Context: an optimization exercise on an open-source flow, tuned for small area, a short achievable clock period and few clock cycles per item. The choices shown serve that exercise and are no tape-out recipe.
No driver is modelled on the clock port, so clock power and skew are understated where the tree is cut down; a real chip needs a root buffer or a tree.
Power figures rest on the tool's default switching activity, not on a simulated workload.

## trial 67
// fetch_top
module fetch_top #(
    parameter int LO_W    = 6,
    parameter int CREDITS = 2
) (
    input  logic        clk,
    input  logic        rst_n_i,
    input  logic        redirect_valid_i,
    input  logic [31:0] redirect_pc_i,
    input  logic        credit_return_i,
    input  logic [7:0]  mem_data_i,
    output logic        fetch_valid_o,
    output logic [31:0] fetch_pc_o,
    output logic [31:0] fetch_insn_o,
    output logic        mem_rd_o,
    output logic [31:0] mem_addr_o
);
==> module fetch_top, before the edit <==
module fetch_top #(
    parameter int LO_W    = 6,
    parameter int CREDITS = 2
) (
    input  logic        clk,
    input  logic        rst_n_i,
    input  logic        redirect_valid_i,
    input  logic [31:0] redirect_pc_i,
    input  logic        credit_return_i,
    input  logic [7:0]  mem_data_i,
    output logic        fetch_valid_o,
    output logic [31:0] fetch_pc_o,
    output logic [31:0] fetch_insn_o,
    output logic        mem_rd_o,
    output logic [31:0] mem_addr_o
);
    localparam int LO = LO_W + 2;
    logic [31:LO]   hi_q;
    logic [LO-1:2]  rd_lo_q;
    logic [LO-1:2]  dl_lo_q;
    logic [1:0]     off_q;       
    logic [31:0]    insn_q;      
    logic           boot_q;      
    logic           done_q;      
    logic           valid_q;     
    logic           carry_q;     
    logic [1:0]     occ_q;       
    logic           room;
    logic           last;
    logic           take;
    logic           wrap;
    assign room = (occ_q + {1'b0, valid_q}) < 2'(CREDITS);
    assign last = (off_q == 2'd3) && !carry_q;
    assign take = last && room && !boot_q;
    assign wrap = &rd_lo_q;
    always_ff @(posedge clk) begin
        if (!rst_n_i) begin
            boot_q  <= 1'b1;
            done_q  <= 1'b0;
            valid_q <= 1'b0;
            carry_q <= 1'b0;
            occ_q   <= 2'd0;
        end else begin
            boot_q <= 1'b0;
            occ_q  <= occ_q + {1'b0, valid_q} - {1'b0, credit_return_i};
            if (redirect_valid_i) begin
                done_q  <= 1'b0;
                valid_q <= 1'b0;
                carry_q <= 1'b0;
            end else begin
                done_q  <= take;
                valid_q <= done_q;
                if (take) begin
                    carry_q <= wrap;
                end
                if (carry_q && valid_q) begin
                    carry_q <= 1'b0;
                end
            end
        end
    end
    always_ff @(posedge clk) begin
        if (redirect_valid_i) begin
            hi_q    <= redirect_pc_i[31:LO];
            rd_lo_q <= redirect_pc_i[LO-1:2];
            off_q   <= 2'd0;
        end else if (boot_q) begin
            hi_q    <= '0;
            rd_lo_q <= '0;
            off_q   <= 2'd0;
        end else begin
            if (!carry_q) begin
                off_q <= off_q + 2'd1;
            end
            if (take) begin
                rd_lo_q <= rd_lo_q + 1'b1;
            end
            if (carry_q && valid_q) begin
                hi_q <= hi_q + 1'b1;
            end
        end
    end
    always_ff @(posedge clk) begin
        insn_q <= {mem_data_i, insn_q[31:8]};
        if (take) begin
            dl_lo_q <= rd_lo_q;
        end
    end
    assign mem_rd_o      = 1'b1;
    assign mem_addr_o    = {hi_q, rd_lo_q, off_q};
    assign fetch_valid_o = valid_q;
    assign fetch_pc_o    = {hi_q, dl_lo_q, 2'b00};
    assign fetch_insn_o  = insn_q;
endmodule
Settings: LEC_CHECK=0, CAP_MARGIN=20, CORE_MARGIN=2, CORE_UTILIZATION=40, SETUP_SLACK_MARGIN=4.76, SLEW_MARGIN=20; clock period 7.0 ns.
standard.sh (not shown) runs the stock make flow with config.mk's settings and CLKGATE_MAP_FILE= SYNTH_SCRIPT=/design/flow/synth_recipe.tcl, a recipe that flattens the netlist after the stock synthesis.
==> flow/flow/run.sh <==
#!/bin/bash
# standard layout with plain buf_1 port buffers and a one-level clock tree
set -euo pipefail
export BUFFER_PORTS_ARGS="-buffer_cell sky130_fd_sc_hd__buf_1"
export CTS_ARGS="-sink_clustering_enable -repair_clock_nets -dont_use_dummy_load"
export POST_CTS_TCL="$PWD/flow/post_cts.tcl"
bash standard.sh > flow_standard.log 2>&1
Other scripts of this flow, unchanged in this note and not shown: flow/flow/post_cts.tcl
### trial 67 -> trial 24
--- a/flow/design.v
+++ b/flow/design.v
@@ -94,21 +94,15 @@
             off_q   <= 2'd0;
         end else if (boot_q) begin
             hi_q    <= '0;
             rd_lo_q <= '0;
             off_q   <= 2'd0;
         end else begin
-            if (!carry_q) begin
-                off_q <= off_q + 2'd1;
-            end
-            if (take) begin
-                rd_lo_q <= rd_lo_q + 1'b1;
-            end
-            if (carry_q && valid_q) begin
-                hi_q <= hi_q + 1'b1;
-            end
+            off_q   <= off_q + {1'b0, !carry_q};
+            rd_lo_q <= rd_lo_q + {{(LO_W-1){1'b0}}, take};
+            hi_q    <= hi_q + {{(30-LO_W-1){1'b0}}, carry_q & valid_q};
         end
     end
     always_ff @(posedge clk) begin
         insn_q <= {mem_data_i, insn_q[31:8]};
         if (take) begin
             dl_lo_q <= rd_lo_q;
Results
- Comparing trial 24 against trial 67, there is no change at all in setup violation total in the final timing report.
- The run showing the smaller first-pass GRT wire length is trial 67.
- Clock skew of trial 67 is on par with trial 24.
- NOTE: via count in trial 24 falls short of that of trial 67
- Average instance area after synthesis is higher on trial 67
- Trial 24 against trial 67: total power went down 5.2%; layout-stage area growth over the synthesis result now sits higher; flip-flop and latch count stayed essentially flat; combinational power saw a decrease; ratio of final minimum period to clock period shows an increase of 0.27 points.
- Delta (trial 24 minus trial 67): clock network power share went up 0.9 points; utilization after layout went up 4.0 points; hold slack went down 8.1 ps; overall routed net length went down 110 um.
No run of this note included a check of the RTL's function; only the layout flow was run. In every run of this note, the design's own scripts or RTL, not TritonCTS, make the clock network.

========
The RTL this note starts from:
==> flow/design.v <==
`timescale 1ns/1ns
package fetch_pkg;
    parameter int XLEN = 32;
    typedef logic [XLEN-1:0] addr_t;
    typedef union packed {
        logic [3:0][7:0] bytes;
        logic [XLEN-1:0] word;
    } insn_word_u;
    typedef struct packed {
        logic  valid;
        addr_t pc;
    } lookup_t;
    typedef struct packed {
        logic       valid;
        addr_t      pc;
        insn_word_u insn;
    } fetch_t;
    typedef struct packed {
        logic  valid;
        addr_t pc;
    } redirect_t;
    typedef struct packed {
        logic       valid;
        addr_t      pc;
        insn_word_u data;
    } fill_t;
endpackage
`timescale 1ns/1ns
module fetch_pc_next #(
    parameter int LO_W = 6
) (
    input  logic [29-LO_W:0] hi_i,
    input  logic [LO_W-1:0]  lo_i,
    input  logic             hi_step_i,
    input  logic             lo_step_i,
    output logic [29-LO_W:0] hi_o,
    output logic [LO_W-1:0]  lo_o
);
    assign hi_o = hi_i + {{(29-LO_W){1'b0}}, hi_step_i};
    assign lo_o = lo_i + {{(LO_W-1){1'b0}}, lo_step_i};
endmodule
module fetch_pc_load #(
    parameter int W = 30
) (
    input  logic         rst_n_i,
    input  logic         redirect_i,
    input  logic [W-1:0] target_i,
    input  logic [W-1:0] next_i,
    output logic [W-1:0] d_o
);
    assign d_o = !rst_n_i ? '0 : (redirect_i ? target_i : next_i);
endmodule
`timescale 1ns/1ns
module fetch_top #(
    parameter int LO_W    = 6,
    parameter int CREDITS = 2
) (
    input  logic        clk,
    input  logic        rst_n_i,
    input  logic        redirect_valid_i,
    input  logic [31:0] redirect_pc_i,
    input  logic        credit_return_i,
    input  logic [7:0]  mem_data_i,
    output logic        fetch_valid_o,
    output logic [31:0] fetch_pc_o,
    output logic [31:0] fetch_insn_o,
    output logic        mem_rd_o,
    output logic [31:0] mem_addr_o
);
    localparam int LO = LO_W + 2;
    logic [31:LO]   hi_q;
    logic [LO-1:2]  rd_lo_q;
    logic [LO-1:2]  dl_lo_q;
    logic [1:0]     off_q;       
    logic [31:0]    insn_q;      
    logic           done_q;      
    logic           valid_q;     
    logic           carry_q;     
    logic [1:0]     occ_q;       
    logic           room;
    logic           last;
    logic           take;
    logic           wrap;
    assign room = (occ_q + {1'b0, valid_q}) < 2'(CREDITS);
    assign last = (off_q == 2'd3) && !carry_q;
    assign take = last && room;
    assign wrap = &rd_lo_q;
    always_ff @(posedge clk) begin
        if (!rst_n_i) begin
            done_q  <= 1'b0;
            valid_q <= 1'b0;
            carry_q <= 1'b0;
            occ_q   <= 2'd0;
        end else begin
            occ_q <= occ_q + {1'b0, valid_q} - {1'b0, credit_return_i};
            if (redirect_valid_i) begin
                done_q  <= 1'b0;
                valid_q <= 1'b0;
                carry_q <= 1'b0;
            end else begin
                done_q  <= take;
                valid_q <= done_q;
                if (take) begin
                    carry_q <= wrap;
                end
                if (carry_q && valid_q) begin
                    carry_q <= 1'b0;
                end
            end
        end
    end
    logic [31:LO]  hi_next;
    logic [LO-1:2] lo_next;
    logic [31:2]   addr_d;
    logic [1:0]    off_d;
    fetch_pc_next #(.LO_W(LO_W)) pc_next_inst (
        .hi_i(hi_q), .lo_i(rd_lo_q), .hi_step_i(carry_q & valid_q), .lo_step_i(take),
        .hi_o(hi_next), .lo_o(lo_next)
    );
    fetch_pc_load #(.W(30)) addr_load_inst (
        .rst_n_i(rst_n_i), .redirect_i(redirect_valid_i), .target_i(redirect_pc_i[31:2]),
        .next_i({hi_next, lo_next}), .d_o(addr_d)
    );
    fetch_pc_load #(.W(2)) off_load_inst (
        .rst_n_i(rst_n_i), .redirect_i(redirect_valid_i), .target_i(2'd0),
        .next_i(off_q + {1'b0, !carry_q}), .d_o(off_d)
    );
    always_ff @(posedge clk) begin
        {hi_q, rd_lo_q} <= addr_d;
        off_q           <= off_d;
    end
    always_ff @(posedge clk) begin
        insn_q <= {mem_data_i, insn_q[31:8]};
        if (take) begin
            dl_lo_q <= rd_lo_q;
        end
    end
    assign mem_rd_o      = 1'b1;
    assign mem_addr_o    = {hi_q, rd_lo_q, off_q};
    assign fetch_valid_o = valid_q;
    assign fetch_pc_o    = {hi_q, dl_lo_q, 2'b00};
    assign fetch_insn_o  = insn_q;
endmodule
==> flow/config.mk <==
export PLATFORM = sky130hd
export DESIGN_NAME = fetch_top
export DESIGN_NICKNAME = fetch_top
export VERILOG_FILES = /design/flow/design.v
export SDC_FILE = /design/flow/constraint.sdc
export NUM_CORES = 4
export LEC_CHECK = 0
export CAP_MARGIN = 20
export CORE_MARGIN = 2
export CORE_UTILIZATION = 40
export PLACE_DENSITY = 0.8
export SETUP_SLACK_MARGIN = 4.7
export SLEW_MARGIN = 20
export SYNTH_HIERARCHICAL = 1
export SYNTH_MINIMUM_KEEP_SIZE = 0
==> flow/constraint.sdc <==
create_clock -name core_clock -period 7.0 [get_ports {clk}]
set_input_delay 1.4000 -clock core_clock [delete_from_list [all_inputs] [get_ports {clk}]]
set_output_delay 1.4000 -clock core_clock [all_outputs]
set_load 0.01 [all_outputs]
Scripts as last shown in full above: flow/flow/run.sh
Other scripts of this flow, unchanged in this note and not shown: flow/flow/post_cts.tcl
==> next run, changes <==
--- a/flow/design.v
+++ b/flow/design.v
@@ -49,5 +49,7 @@
     output logic [W-1:0] d_o
 );
-    assign d_o = !rst_n_i ? '0 : (redirect_i ? target_i : next_i);
+    logic load;
+    assign load = !rst_n_i || redirect_i;
+    assign d_o  = load ? (target_i & {W{rst_n_i}}) : next_i;
 endmodule
 `timescale 1ns/1ns
The new run produced a clean layout.
Cell area is unchanged.
Worst setup slack stays the same.
Die area stays the same.
Routed wire length stays the same.
Global-route usage stays the same.
Power does not change.
Synthesized cell count is unchanged.
Maximum frequency is unchanged.
Core utilization does not change.
First-iteration DRC count stays the same.
No run of this note included a check of the RTL's function; only the layout flow was run. No run of this note takes its clock network from TritonCTS; it comes from the design's own scripts or RTL.

what the ideal ports hide:
The results above use ideal ports. As a check the final layouts listed here were re-extracted and re-timed, cells and wires unchanged. Step 1 assumes that a clkbuf_16 drives the clock port and a buf_2 every other input. Step 2 times the ports against the registers' clock, not the clock port: input delays grow and output delays shrink by t, the midpoint of the rising clock arrivals with the driver on. a / b / c = ideal / step 1 / step 2; a / b = the first two.
run	t (ns)	slack for setup (ns)	worst hold slack (ns)	cell pins on the clock port's net
trial 67	0.232	4.752 / 4.685 / 4.519	0.352 / 0.352 / 0.352	4
trial 24	0.222	4.732 / 4.702 / 4.480	0.344 / 0.344 / 0.344	4
the first run of note 2	0.215	4.781 / 4.796 / 4.595	0.344 / 0.344 / 0.344	4
the second run of note 2	0.215	4.781 / 4.796 / 4.595	0.344 / 0.344 / 0.344	4
After both steps setup and hold are still met in every run listed. The setup slack of trial 24, which loses most, moves by -0.030 ns with the drivers and by -0.252 ns with both steps.
